Source: an optimization exercise on an open RTL-to-GDS flow (aim: small area and a short achievable clock period). Production flows keep margins and buffers that such runs may drop.
The RTL was checked by simulation tests, not by an equivalence proof against the original design.
No driver is modelled on the clock port, so clocking that relies on it looks cheaper here than on a real chip.

==> inputs of harbor <==
==> flow/design.v (excerpt) <==
module pe_dot_unit (
  input  logic                clock,
  input  logic                i_arst_n,
  input  logic [7:0][7:0]     i_feature,
  input  logic [7:0][7:0]     i_filter,
  output logic signed [17:0]  o_result
);
clock: 4.7 ns
lec_check: 0
cap_margin: 20
core_margin: 2
core_utilization: 40
cts_cluster_diameter: 100
cts_cluster_size: 26
hold_slack_margin: 0.2
setup_slack_margin: 2.7
slew_margin: 20
synth_hierarchical: 1
synth_minimum_keep_size: 0
buffer_ports_args: -buffer_cell sky130_fd_sc_hd__buf_1
post_cts_tcl: /design/flow/flow/skew.tcl
skew_spec: 2 1.20 3 1.75 4 2.20 5 1.00
skew_group: 24
skip_cts_repair_timing: 1
remove_abc_buffers: 1
standard.sh (not shown) runs the stock make flow with config.mk's settings and CLKGATE_MAP_FILE= SYNTH_SCRIPT=/design/flow/synth_recipe.tcl, a recipe that flattens the netlist after the stock synthesis.
==> flow/flow/run.sh <==
#!/bin/bash
set -e
cd "$(dirname "$0")/.."
W=$(pwd)
{
  echo "export BUFFER_PORTS_ARGS = -buffer_cell sky130_fd_sc_hd__buf_1"
  echo "export POST_CTS_TCL = $W/flow/skew.tcl"
  echo "export SKEW_SPEC = 2 1.20 3 1.75 4 2.20 5 1.00"
  echo "export SKEW_GROUP = 24"
  echo "export SKIP_CTS_REPAIR_TIMING = 1"
  echo "export REMOVE_ABC_BUFFERS = 1"
} >> config.mk
bash standard.sh > standard.log 2>&1
Other scripts of this flow, unchanged in this note and not shown: flow/flow/skew.tcl
==> quartz (differences from harbor) <==
--- a/flow/flow/run.sh
+++ b/flow/flow/run.sh
@@ -7,3 +7,3 @@
   echo "export POST_CTS_TCL = $W/flow/skew.tcl"
-  echo "export SKEW_SPEC = 2 1.20 3 1.75 4 2.20 5 1.00"
+  echo "export SKEW_SPEC = 2 1.10 3 1.65 4 2.10 5 1.00"
   echo "export SKEW_GROUP = 24"
- SKEW_SPEC: 2 1.20 3 1.75 4 2.20 5 1.00 -> 2 1.10 3 1.65 4 2.10 5 1.00
==> impl_metrics.yaml <==
power_and_ir_drop:
  p_leak_nw: 9.02
  combPwrFrac_pct: 59.1
worst_setup_path:
  r2r-end: "r_1285_q5$_DFF_P_"
  r2r_setup_slack_ns: 2.71
finish:
  sh_seq_area_pct: 32.8
  fillers: 4273
timing:
  hold_viol_final: 5
  fin_ws_ns: 2.71
  hold-worst-slack_ns: -0.0478
  finClkSkew_ns: 1.43
drt:
  first_iter_violations: 820
  wl_met1_mm: 21.4
outcome:
  status: "failed layout checks"
  so_faults: "negative hold slack"
That was harbor.
==> impl_metrics.yaml <==
timing:
  hold-worst-slack_ns: 0.0390
  finClkSkew_ns: 1.23
  fin_ws_ns: 2.70
drt:
  wl_met1_mm: 21.5
  first_iter_violations: 785
power_and_ir_drop:
  p_leak_nw: 8.94
  combPwrFrac_pct: 58.4
outcome:
  status: "timing/DRC/antenna clean"
worst_setup_path:
  r2r-end: "fs_975_q2$_DFF_P_"
finish:
  sh_seq_area_pct: 33.2
That was quartz.

* * *

==> nickel <==
pe_dot_unit, a different RTL version from the one above (not shown whole).
==> flow/config.mk <==
export PLATFORM = sky130hd
export DESIGN_NAME = pe_dot_unit
export DESIGN_NICKNAME = pe_dot_unit
export VERILOG_FILES = /design/flow/design.v
export SDC_FILE = /design/flow/constraint.sdc
export NUM_CORES = 4
export LEC_CHECK = 0
export CAP_MARGIN = 20
export CORE_MARGIN = 2
export CORE_UTILIZATION = 40
export CTS_CLUSTER_DIAMETER = 100
export CTS_CLUSTER_SIZE = 26
export SETUP_SLACK_MARGIN = 2.6
export SLEW_MARGIN = 20
export SYNTH_HIERARCHICAL = 1
export SYNTH_MINIMUM_KEEP_SIZE = 0
export BUFFER_PORTS_ARGS = -buffer_cell sky130_fd_sc_hd__buf_1
export POST_CTS_TCL = /design/flow/flow/skew.tcl
export SKEW_SPEC = 2 0.43 3 0.91 4 0.94
export SKEW_GROUP = 24
export SKIP_CTS_REPAIR_TIMING = 1
export REMOVE_ABC_BUFFERS = 1
==> flow/constraint.sdc <==
create_clock -name core_clock -period 4.7 [get_ports {clock}]
set_input_delay 0.9400 -clock core_clock [delete_from_list [all_inputs] [get_ports {clock}]]
set_output_delay 0.9400 -clock core_clock [all_outputs]
set_load 0.01 [all_outputs]
==> flow/flow/run.sh <==
#!/bin/bash
set -e
cd "$(dirname "$0")/.."
W=$(pwd)
{
  echo "export BUFFER_PORTS_ARGS = -buffer_cell sky130_fd_sc_hd__buf_1"
  echo "export POST_CTS_TCL = $W/flow/skew.tcl"
  echo "export SKEW_SPEC = 2 0.43 3 0.91 4 0.94"
  echo "export SKEW_GROUP = 24"
  echo "export SKIP_CTS_REPAIR_TIMING = 1"
  echo "export REMOVE_ABC_BUFFERS = 1"
} >> config.mk
bash standard.sh > standard.log 2>&1
==> flow/flow/skew.tcl <==

proc skew_log { msg } { puts "SKEW: $msg" }

# this file may be sourced inside a proc (the ORFS hook); keep its state global
global skew_block skew_db skew_group skew_rootnet skew_chain skew_chainnets

set skew_block [ord::get_db_block]
set skew_db [ord::get_db]
set skew_leaf_master [$skew_db findMaster sky130_fd_sc_hd__clkbuf_8]
set skew_drv_master [$skew_db findMaster sky130_fd_sc_hd__clkbuf_16]
set skew_dly_masters [list \
  [$skew_db findMaster sky130_fd_sc_hd__clkdlybuf4s50_1] \
  [$skew_db findMaster sky130_fd_sc_hd__clkdlybuf4s25_1] \
  [$skew_db findMaster sky130_fd_sc_hd__clkdlybuf4s15_1]]
set skew_group $::env(SKEW_GROUP)

# clock root buffer: the one cell on the clock port's net
set skew_portnet [[$skew_block findBTerm clock] getNet]
set skew_root ""
foreach it [$skew_portnet getITerms] { set skew_root [$it getInst] }
set skew_rootnet [[$skew_root findITerm X] getNet]
set skew_rootloc [$skew_root getLocation]
skew_log "root [$skew_root getName] net [$skew_rootnet getName]"

proc skew_clk_iterm { inst } {
  foreach it [$inst getITerms] {
    if { [[$it getMTerm] getName] == "CLK" } { return $it }
  }
  return ""
}

proc skew_arrival { insts } {
  set sum 0.0
  set n 0
  foreach inst $insts {
    set p [get_pins -of_objects [get_cells [$inst getName]] -filter "name==CLK"]
    set a [get_property $p arrival_max_rise]
    set sum [expr { $sum + $a }]
    incr n
  }
  if { $n == 0 } { return 0.0 }
  return [expr { $sum / $n }]
}

# split a list of insts into groups of at most skew_group by coordinate bisection
proc skew_split { insts } {
  global skew_group
  if { [llength $insts] <= $skew_group } { return [list $insts] }
  set xs {}
  set ys {}
  foreach i $insts {
    lassign [$i getLocation] x y
    lappend xs $x
    lappend ys $y
  }
  set dx [expr { [tcl::mathfunc::max {*}$xs] - [tcl::mathfunc::min {*}$xs] }]
  set dy [expr { [tcl::mathfunc::max {*}$ys] - [tcl::mathfunc::min {*}$ys] }]
  set idx [expr { $dx >= $dy ? 0 : 1 }]
  set keyed {}
  foreach i $insts { lappend keyed [list [lindex [$i getLocation] $idx] $i] }
  set sorted {}
  foreach k [lsort -integer -index 0 $keyed] { lappend sorted [lindex $k 1] }
  set half [expr { [llength $sorted] / 2 }]
  return [concat [skew_split [lrange $sorted 0 [expr { $half - 1 }]]] \
    [skew_split [lrange $sorted $half end]]]
}

proc skew_centroid { insts } {
  set sx 0
  set sy 0
  foreach i $insts {
    lassign [$i getLocation] x y
    incr sx $x
    incr sy $y
  }
  set n [llength $insts]
  return [list [expr { $sx / $n }] [expr { $sy / $n }]]
}

proc skew_place { inst loc } {
  $inst setLocation [lindex $loc 0] [lindex $loc 1]
  $inst setPlacementStatus PLACED
}

proc skew_build_chain { r drv cells flops } {
  global skew_block skew_rootnet
  [$drv findITerm A] disconnect
  foreach c $::skew_chain { odb::dbInst_destroy $c }
  foreach n $::skew_chainnets { odb::dbNet_destroy $n }
  set ::skew_chain {}
  set ::skew_chainnets {}
  set prev $skew_rootnet
  set j 0
  foreach m $cells {
    set c [odb::dbInst_create $skew_block $m "skew_r${r}_dly_$j"]
    skew_place $c [skew_centroid $flops]
    [$c findITerm A] connect $prev
    set nn [odb::dbNet_create $skew_block "skew_r${r}_chain_$j"]
    $nn setSigType CLOCK
    [$c findITerm X] connect $nn
    set prev $nn
    lappend ::skew_chain $c
    lappend ::skew_chainnets $nn
    incr j
  }
  [$drv findITerm A] connect $prev
}

set skew_ranks {}
foreach {r d} $::env(SKEW_SPEC) { dict set skew_ranks $r $d }
set skew_ref {}
set skew_byrank [dict create]
foreach inst [$skew_block getInsts] {
  if { ![string match "*df*" [[$inst getMaster] getName]] } { continue }
  set r 0
  regexp {_q([0-9]+)\$} [$inst getName] -> r
  if { [dict exists $skew_ranks $r] } {
    dict lappend skew_byrank $r $inst
  } else {
    lappend skew_ref $inst
  }
}
estimate_parasitics -placement
set skew_refarr [skew_arrival $skew_ref]
skew_log "reference arrival [format %.3f $skew_refarr] over [llength $skew_ref] registers"

set skew_oldnets {}
set skew_uid 0
dict for {r d} $skew_ranks {
  if { ![dict exists $skew_byrank $r] } { continue }
  set flops [dict get $skew_byrank $r]
  set drvnet [odb::dbNet_create $skew_block "skew_r${r}_trunk"]
  $drvnet setSigType CLOCK
  set k 0
  foreach grp [skew_split $flops] {
    set leaf [odb::dbInst_create $skew_block $skew_leaf_master "skew_r${r}_leaf_$k"]
    skew_place $leaf [skew_centroid $grp]
    set lnet [odb::dbNet_create $skew_block "skew_r${r}_leafnet_$k"]
    $lnet setSigType CLOCK
    [$leaf findITerm A] connect $drvnet
    [$leaf findITerm X] connect $lnet
    foreach f $grp {
      set it [skew_clk_iterm $f]
      set on [$it getNet]
      if { $on != "NULL" } { lappend skew_oldnets $on }
      $it disconnect
      $it connect $lnet
    }
    incr k
  }
  set drv [odb::dbInst_create $skew_block $skew_drv_master "skew_r${r}_drv"]
  skew_place $drv [skew_centroid $flops]
  [$drv findITerm X] connect $drvnet
  skew_log "rank $r: [llength $flops] registers, $k leaf buffers"

  # delay chain from the root net to the trunk driver: try chains of growing
  # delay and keep the one whose skew comes closest to the requested delay
  set s15 [$skew_db findMaster sky130_fd_sc_hd__clkdlybuf4s15_1]
  set s18 [$skew_db findMaster sky130_fd_sc_hd__clkdlybuf4s18_1]
  set s25 [$skew_db findMaster sky130_fd_sc_hd__clkdlybuf4s25_1]
  set s50 [$skew_db findMaster sky130_fd_sc_hd__clkdlybuf4s50_1]
  set cands [list {} [list $s15] [list $s18] [list $s25] [list $s15 $s15] [list $s15 $s25] \
    [list $s50] [list $s25 $s25] [list $s50 $s15] [list $s50 $s25] [list $s50 $s50] \
    [list $s50 $s50 $s15] [list $s50 $s50 $s25] [list $s50 $s50 $s50]]
  set ::skew_chain {}
  set ::skew_chainnets {}
  set best {}
  set bestdiff 1e9
  foreach cells $cands {
    skew_build_chain $r $drv $cells $flops
    estimate_parasitics -placement
    set got [expr { [skew_arrival $flops] - $skew_refarr }]
    skew_log "rank $r: chain of [llength $cells] cells gives skew [format %.3f $got] (want $d)"
    set diff [expr { abs($got - $d) }]
    if { $diff < $bestdiff } {
      set bestdiff $diff
      set best $cells
    }
    if { $got > $d + 0.15 } { break }
  }
  skew_build_chain $r $drv $best $flops
}

# clock buffers left without sinks
foreach n [lsort -unique $skew_oldnets] {
  set sinks 0
  set drv ""
  foreach it [$n getITerms] {
    if { [$it isOutputSignal] } { set drv [$it getInst] } else { incr sinks }
  }
  if { $sinks == 0 && $drv != "" } {
    skew_log "removing idle clock buffer [$drv getName]"
    odb::dbInst_destroy $drv
    odb::dbNet_destroy $n
  }
}

detailed_placement
check_placement -verbose
estimate_parasitics -placement
dict for {r d} $skew_ranks {
  if { [dict exists $skew_byrank $r] } {
    skew_log "rank $r final skew [format %.3f [expr { [skew_arrival [dict get $skew_byrank $r]] - [skew_arrival $skew_ref] }]]"
  }
}
report_clock_skew
==> tundra (differences from nickel) <==
--- a/flow/flow/skew.tcl
+++ b/flow/flow/skew.tcl
@@ -1,7 +1,4 @@
 
 proc skew_log { msg } { puts "SKEW: $msg" }
-
-# this file may be sourced inside a proc (the ORFS hook); keep its state global
-global skew_block skew_db skew_group skew_rootnet skew_chain skew_chainnets
 
 set skew_block [ord::get_db_block]
==> comparison table <==
| metric | tundra | nickel |
|---|---|---|
| Count of mapped cells out of synthesis | 1456 | 1456 |
| Sink count of the clock tree | 399 | 399 |
| Number of top-level pins | 148 | 148 |
| Synthesis-stage register bit count | 399 | 399 |
| Port Buffer Count | 147 | 147 |
| Compound-cell area share of the yosys netlist | 9.39% | 9.39% |
| Pre-CTS setup slack | 1.87 ns | 1.87 ns |
| X dimension of the die | 227 um | 227 um |
| Result of the run | did not finish | complete, no violations |
| Last stage reached | clock tree synthesis | - |
| Number of flops mapped to enable cells by yosys | 0 | 0 |
| Distinct cell type count after synthesis | 30 | 30 |
| Post-synthesis share of cell area spent on full adders, half adders and majority gates | 31.5% | 31.5% |
| Count of placed standard cells including taps | 2265 | 2265 |
| Sequential fraction of the synthesis area | 40.5% | 40.5% |

## afterwards: timing with drivers on the ports
No port has a modelled driver above. Below, the same layouts with a new extraction and two added sets of constraints.
Step 1, drivers: a clkbuf_16 drives clock and a buf_2 each remaining input, both assumed.
Step 2, shift: input delay + t, output delay - t, t = (earliest + latest rising clock arrival at the registers) / 2. This alone moves slack from input paths to output paths.
Three values: no drivers, after step 1, after step 2; two values: the first two.
run | t, ns | setup slack, ns | worst hold slack (ns) | clock arrival spread, ns | worst register clock-pin slew, ns | worst data-port slew with drivers (ns) | cell pins on the clock port's net
harbor | 1.744 | 2.713 / 2.667 / 1.683 | -0.048 / -0.048 / -0.048 | 2.349 / 2.349 | 0.10 / 0.10 | 0.04 | 1
quartz | 1.642 | 2.703 / 2.667 / 1.835 | 0.039 / 0.039 / 0.039 | 2.149 / 2.149 | 0.10 / 0.10 | 0.04 | 1
nickel | 1.038 | 2.616 / 2.616 / 2.319 | 0.170 / 0.170 / 0.170 | 0.954 / 0.953 | 0.10 / 0.10 | 0.05 | 1
In every run listed the clock reaches the registers at very different times; t lies between them, and the last value is a rough guide only. For harbor, which loses most, drivers alone change the setup slack by -0.046 ns; drivers and shift together by -1.030 ns.
